Context: an optimization exercise on an open-source flow, tuned for small area, a short achievable clock period and few clock cycles per item. The choices shown serve that exercise and are no tape-out recipe. Function not checked in this run: the RTL went through the layout flow alone. Power figures rest on the tool's default switching activity, not on a simulated workload.

**flow/design.v**
```verilog
`default_nettype none
package mem_pkg;
  localparam int MEM_DATA_W = 16;
  localparam int MEM_ADDR_W = 16;
  localparam int MEM_WAIT_W = 4;
  typedef enum logic [1:0] {
    IDLE = 2'd0,
    WAIT = 2'd1,
    RESP = 2'd2
  } mem_state_t;
endpackage
`default_nettype wire
`default_nettype none
module mem_array
#(
  parameter int DEPTH = 256
) (
  input  logic                     clk,
  input  logic                     rst,
  input  logic                     i_we,
  input  logic                     i_re,
  input  logic                     i_clr,
  input  logic [$clog2(DEPTH)-1:0] i_addr,
  input  logic [mem_pkg::MEM_DATA_W-1:0]    i_wdata,
  output logic [mem_pkg::MEM_DATA_W-1:0]    o_rdata
);
  logic [mem_pkg::MEM_DATA_W-1:0] r_mem [DEPTH];
  logic [mem_pkg::MEM_DATA_W-1:0] r_rdata;
  always_ff @(posedge clk) begin
    if (i_we) begin
      r_mem[i_addr] <= i_wdata;
    end
  end
  always_ff @(posedge clk or posedge rst) begin
    if (rst) begin
      r_rdata <= '0;
    end else if (i_re) begin
      r_rdata <= i_clr ? '0 : r_mem[i_addr];
    end
  end
  assign o_rdata = r_rdata;
endmodule
`default_nettype wire
`default_nettype none
module mem_responder
#(
  parameter int DEPTH       = 256,
  parameter int WAIT_CYCLES = 1
) (
  input  logic                  clk,
  input  logic                  rst,
  input  logic                  req_valid,
  output logic                  req_ready,
  input  logic                  write_enable,
  input  logic [mem_pkg::MEM_ADDR_W-1:0] addr,
  input  logic [mem_pkg::MEM_DATA_W-1:0] data_in,
  output logic [mem_pkg::MEM_DATA_W-1:0] mem_data_out,
  output logic                  resp_valid,
  output logic                  err
);
  localparam int c_idx_w = $clog2(DEPTH);
  localparam logic [mem_pkg::MEM_WAIT_W-1:0] c_wait_load =
    (WAIT_CYCLES > 0) ? mem_pkg::MEM_WAIT_W'(WAIT_CYCLES - 1) : '0;
  mem_pkg::mem_state_t            r_state;
  mem_pkg::mem_state_t            w_next;
  logic [mem_pkg::MEM_WAIT_W-1:0] r_cnt;
  logic                  r_we;
  logic                  r_oor;
  logic [mem_pkg::MEM_ADDR_W-1:0] r_addr;
  logic [mem_pkg::MEM_DATA_W-1:0] r_data;
  logic                  w_accept;
  logic                  w_enter_resp;
  logic                  w_sel_we;
  logic                  w_sel_oor;
  logic [mem_pkg::MEM_ADDR_W-1:0] w_sel_addr;
  logic [mem_pkg::MEM_DATA_W-1:0] w_sel_data;
  logic                  w_unused_hi;
  always_ff @(posedge clk or posedge rst) begin
    if (rst) begin
      r_state <= mem_pkg::IDLE;
    end else begin
      r_state <= w_next;
    end
  end
  always_comb begin
    w_next       = r_state;
    req_ready    = 1'b0;
    resp_valid   = 1'b0;
    w_accept     = 1'b0;
    w_enter_resp = 1'b0;
    case (r_state)
      mem_pkg::IDLE: begin
        req_ready = 1'b1;
        if (req_valid) begin
          w_accept = 1'b1;
          if (WAIT_CYCLES == 0) begin
            w_next       = mem_pkg::RESP;
            w_enter_resp = 1'b1;
          end else begin
            w_next = mem_pkg::WAIT;
          end
        end
      end
      mem_pkg::WAIT: begin
        if (r_cnt == '0) begin
          w_next       = mem_pkg::RESP;
          w_enter_resp = 1'b1;
        end
      end
      mem_pkg::RESP: begin
        resp_valid = 1'b1;
        w_next     = mem_pkg::IDLE;
      end
      default: w_next = mem_pkg::IDLE;
    endcase
  end
  always_ff @(posedge clk or posedge rst) begin
    if (rst) begin
      r_cnt  <= '0;
      r_we   <= 1'b0;
      r_oor  <= 1'b0;
      r_addr <= '0;
      r_data <= '0;
    end else if (w_accept) begin
      r_cnt  <= c_wait_load;
      r_we   <= write_enable;
      r_oor  <= w_sel_oor;
      r_addr <= addr;
      r_data <= data_in;
    end else if (r_state == mem_pkg::WAIT && r_cnt != '0) begin
      r_cnt <= r_cnt - 1'b1;
    end
  end
  assign w_sel_we   = (r_state == mem_pkg::IDLE) ? write_enable : r_we;
  assign w_sel_addr = (r_state == mem_pkg::IDLE) ? addr         : r_addr;
  assign w_sel_data = (r_state == mem_pkg::IDLE) ? data_in      : r_data;
  generate
    if (c_idx_w < mem_pkg::MEM_ADDR_W) begin : g_oor_chk
      assign w_sel_oor = |w_sel_addr[mem_pkg::MEM_ADDR_W-1:c_idx_w];
    end else begin : g_oor_none
      assign w_sel_oor = 1'b0;
    end
  endgenerate
  assign w_unused_hi = ^w_sel_addr;
  assign err         = resp_valid & r_oor;
  mem_array #(
    .DEPTH(DEPTH)
  ) u_mem_array (
    .clk    (clk),
    .rst    (rst),
    .i_we   (w_enter_resp & w_sel_we & ~w_sel_oor),
    .i_re   (w_enter_resp & ~w_sel_we),
    .i_clr  (w_sel_oor),
    .i_addr (w_sel_addr[c_idx_w-1:0]),
    .i_wdata(w_sel_data),
    .o_rdata(mem_data_out)
  );
endmodule
`default_nettype wire
```
**flow/run.sh**
```bash
#!/bin/bash
# synth_recipe.tcl (not shown) runs the flow's synth.tcl, then flattens the netlist and writes it again
# the make line also repeats each setting of config.mk as NAME=value (left out here)
make -C /OpenROAD-flow-scripts/flow DESIGN_CONFIG=/design/flow/config.mk WORK_HOME=/design/flow/orfs CLKGATE_MAP_FILE= SYNTH_SCRIPT=/design/flow/synth_recipe.tcl finish
```
**flow/config.mk**
```make
export PLATFORM = sky130hd
export DESIGN_NAME = mem_responder
export DESIGN_NICKNAME = mem_responder
export VERILOG_FILES = /design/flow/design.v
export SDC_FILE = /design/flow/constraint.sdc
export NUM_CORES = 4
export LEC_CHECK = 0
export CAP_MARGIN = 20
export CORE_MARGIN = 2
export CORE_UTILIZATION = 35
export PLACE_DENSITY = 0.5
export SLEW_MARGIN = 20
```
**flow/constraint.sdc**
```tcl
create_clock -name core_clock -period 6.0 [get_ports {clk}]
set_input_delay 1.2000 -clock core_clock [delete_from_list [all_inputs] [get_ports {clk}]]
set_output_delay 1.2000 -clock core_clock [all_outputs]
set_load 0.01 [all_outputs]
```
==> impl_metrics.tcl <==
set metrics [dict create \
    sw_frac_of_total_pct 27.9 \
    ctsHoldBuffers 0 \
    clk_pin_slew_ns 0.06 \
    num_vias 89900 \
    drv_cap 0 \
    drt-met1-wl_um 202000 \
    syn-cell-area_sq_mm 0.150 \
    layout_common_cells "edfxtp_1 (4096), o22ai_1 (2069), o21ai_0 (1023)" \
    syn_to_final_growth_pct 16.9 \
    port_buffers 54 \
    cp_top_family "simple AND/OR/NAND/NOR gates" \
    final_common_cell "edfxtp_1" \
    dr_wl_met2_um 232000 \
    path_buf_inv 4 \
    clockPowerShare_pct 36.1 \
    total_power_uw 70100 \
    fp-row-count 240 \
    drive_gt1_share_pct 14.6 \
    grt_pass1_wl_um 679000 \
    wl_per_cell_um 31.6 \
    drtAntennaViolNets 0 \
    cts_buffers 419 \
    worstSetupPathType "flop to flop" \
    worstSetupStartpointType "flop" \
    drv_slew 0 \
    fp.dieW_um 660 \
    hold_slack_ns 0.434 \
    postCtsSetupBuffers 0 \
    power_frac_comb_pct 15.8 \
    synth.avg_cell_area_sq_um 17.1 \
    wl_um 487000 \
    cp_slowest_stage_delay_ns 0.83 \
    cts_max_path_buffers 4 \
    top_layer "met5" \
    p_int_uw 50600 \
    setup-tns-final_ns 0 \
    cts.htree.levels 5 \
    fin_crit_sh_pct 89.0 \
    fin_worst_skew_ns 0.0555 \
    ys_top_cells_by_area "edfxtp_1 (82%), o22ai_1 (8.6%), o21ai_0 (3.4%), a41oi_1 (1.5%), dfrtp_1 (0.93%)" \
    ys_seq_area_share_pct 82.7 \
    clk_latency_ns 1.04 \
    worstHoldPathType "input port to async pin" \
    drtIter0Drc 12200 \
    seq_power_share_pct 48.1 \
    slowest_stage "mux2_8" \
    ys_ff_latch 4152 \
    dp_slack_ns -0.0732 \
    cts_sinks 4152 \
    crit_path_end_kind "flop" \
    r2r_cells 12 \
    critical_path_arrival_ns 6.25 \
    tightest_slew_ns 1.27 \
    synth_cells 8806 \
    worstPathCellList "or2_2 -> buf_4 -> mux2_8 -> buf_12 -> buf_4 -> buf_4 -> o22ai_1 -> o21ai_0 -> a41oi_1 -> nor4_1 -> nand3_1 -> o21ai_1" \
    setup_viol 0 \
    drc_errors 0 \
    synth_nets 8843 \
    dieArea_sq_mm 0.435 \
    slew_headroom_pct 15.5 \
    status "finished clean" \
    gp_congestion 0.828 \
    grt.overflow.total 0 \
    finalNetCount 9430 \
    synth-async-reset-ratio_pct 1.35 \
    rsz0062_at_grt "false" \
    power_per_cell_area_mw_per_mm2 398 \
    antenna_found_initial 23 \
    switchingPower_uw 19500 \
    fmax_mhz 187 \
    synth_flop_cell "edfxtp_1" \
    grt_max_degree 148 \
    synth_edf_count 4096 \
    dieHeight_um 660 \
    synth_top_cell_by_area "edfxtp_1" \
    cp_data_required_time_ns 6.91 \
    dpl.hpwl_um 288000 \
    min_period_ns 5.34 \
    critical_path_depth 12 \
    synthDistinctLibCells 46 \
    tritoncts "done" \
    cts-root-buf "clkbuf_16" \
    power_leakage_uw 0.0535 \
    hold_viol_final 0 \
    ir_drop_v 0.000308 \
    grt_pass1_vias 88100 \
    crit_fanout 66 \
    fin_ws_ns 0.661 \
    cpMostUsedCell "buf_4" \
    synth_top_cell_area_share_pct 81.7 \
    cts_resized 0 \
    ioPinCount 55 \
    vias_per_cell 5.83 \
    wl_met3_um 36000 \
    core_area_sq_mm 0.428 \
    firstDrtPassIters 6 \
    track_usage_pct 21.7 \
    start_util_pct 35.2 \
    synth_warnings 2 \
]
## per-layer routing
layer / track usage, % / vias up
li1: - / 38000
met1: 29.8 / 47300
met2: 35.2 / 3953
met3: 3.19 / 672
met4: 7.50 / 6
met5: 0 / -
## worst register-to-register path: cells and delay by family, from the launching register on
kind | cells | cell delay (ns)
AO/OA/AOI/OAI | 4 | 0.98
buffers and inverters | 4 | 1.41
multiplexers | 1 | 0.87
AND/OR/NAND/NOR | 3 | 1.41
flip-flops | 1 | 0.59
## power by group through the flow
stage	sequential [uW]	clock, uW	combinational (uW)
floorplan	34900	0	5160
global placement	34300	0	10900
detailed placement	34300	0	11100
CTS	33700	25700	11100
global route	33700	26700	11700
finish	33700	25300	11100
## synth_stat cells, drive strengths merged, types with 2 or more instances
master	instances
a31oi	5
o21ai	1048
nand3	18
xnor2	2
inv	8
mux2	3
o41ai	7
a41oi	252
o31ai	7
nor2	263
nor3b	4
nor4	54
and2	4
o21a	2
mux2i	3
nand2b	23
nand2	186
nand3b	5
a21oi	4
nor3	10
or3	4
o22ai	2069
nand4	5
clkbuf	320
edfxtp	4096
buf	334
dfrtp	56
or2	6
## worst paths after layout
path	startpoint	to	slack [ns]
worst max-delay path	r_state[0]	u_mem_array.r_rdata[6]	0.66
worst min-delay path	rst	r_data[14]	0.43
worst max register to register	r_state[0]	u_mem_array.r_rdata[6]	0.66
worst min register to register	r_data[5]	r_data[5]	0.48
max in group asynchronous	rst	u_mem_array.r_rdata[6]	4.23
min in group core_clock	r_data[5]	r_data[5]	0.48
## state kept, by name, summed over array words and instances, names as in the netlist
register / flops
r_we: 1
u_mem_array.r_mem: 4096
r_oor: 1
r_addr: 16
r_state: 2
r_cnt: 4
u_mem_array.r_rdata: 16
r_data: 16
## stage by stage
stage / area, sq um / std cells / util (%)
after floorplan: 150000 / 8806 / -
after global placement: 163000 / 14700 / 38.1
after detailed placement: 163000 / 14700 / 38.1
after CTS: 176000 / 15400 / 41.1
after global routing: 176000 / 15400 / 41.2
final: 176000 / 15400 / 41.2
## cells by family (layout without fill, tap and decap cells)
logic type | count (synthesis) | after routing | synth area share, %
AOI/OAI and AO/OA | 3398 | 3398 | 13.7
buffers and inverters | 662 | 1592 | 1.88
muxes | 6 | 6 | 0.0424
xor gates and xnor gates | 2 | 2 | 0.0116
other | 0 | 12 | 0
DFF | 4152 | 4152 | 82.7
adders and majority gates | 1 | 1 | 0.00831
and+or+nand+nor | 585 | 585 | 1.67
## cell type report
cell class                 instances  area (sq um)
antenna                           12          30.0
clock buffer                     536         11000
clock inverter                   228          2090
fill                           38300        252000
inverter                           8          31.3
multi-input combinational       3992         23700
sequential                      4152        124000
tap                             5687          7120
timing repair buffer             820          7580

static timing again, ports no longer ideal:
How much do the figures lean on ideal ports? The routed layout below was timed once more, with nothing changed but the port constraints.
Step 1, drivers: a clkbuf_16 drives clk and a buf_2 each remaining input, both assumed.
Step 2 adds t to the input delays and takes it off the output delays; t is the mean of the earliest and latest rising clock arrival at the registers after step 1. Input paths then give back, and output paths get back, about the clock's delay inside the block.
a / b / c = ideal / step 1 / step 2; a / b = the first two.
t, ns: 1.103
setup WS [ns]: 0.661 / 0.661 / -0.046
worst setup path after step 2: input to register
pins driven straight from the clock port: 1
With both steps, setup timing fails in this run, where it was met with ideal ports. The setup slack of this run moves by 0.000 ns with the drivers and by -0.707 ns with both steps.
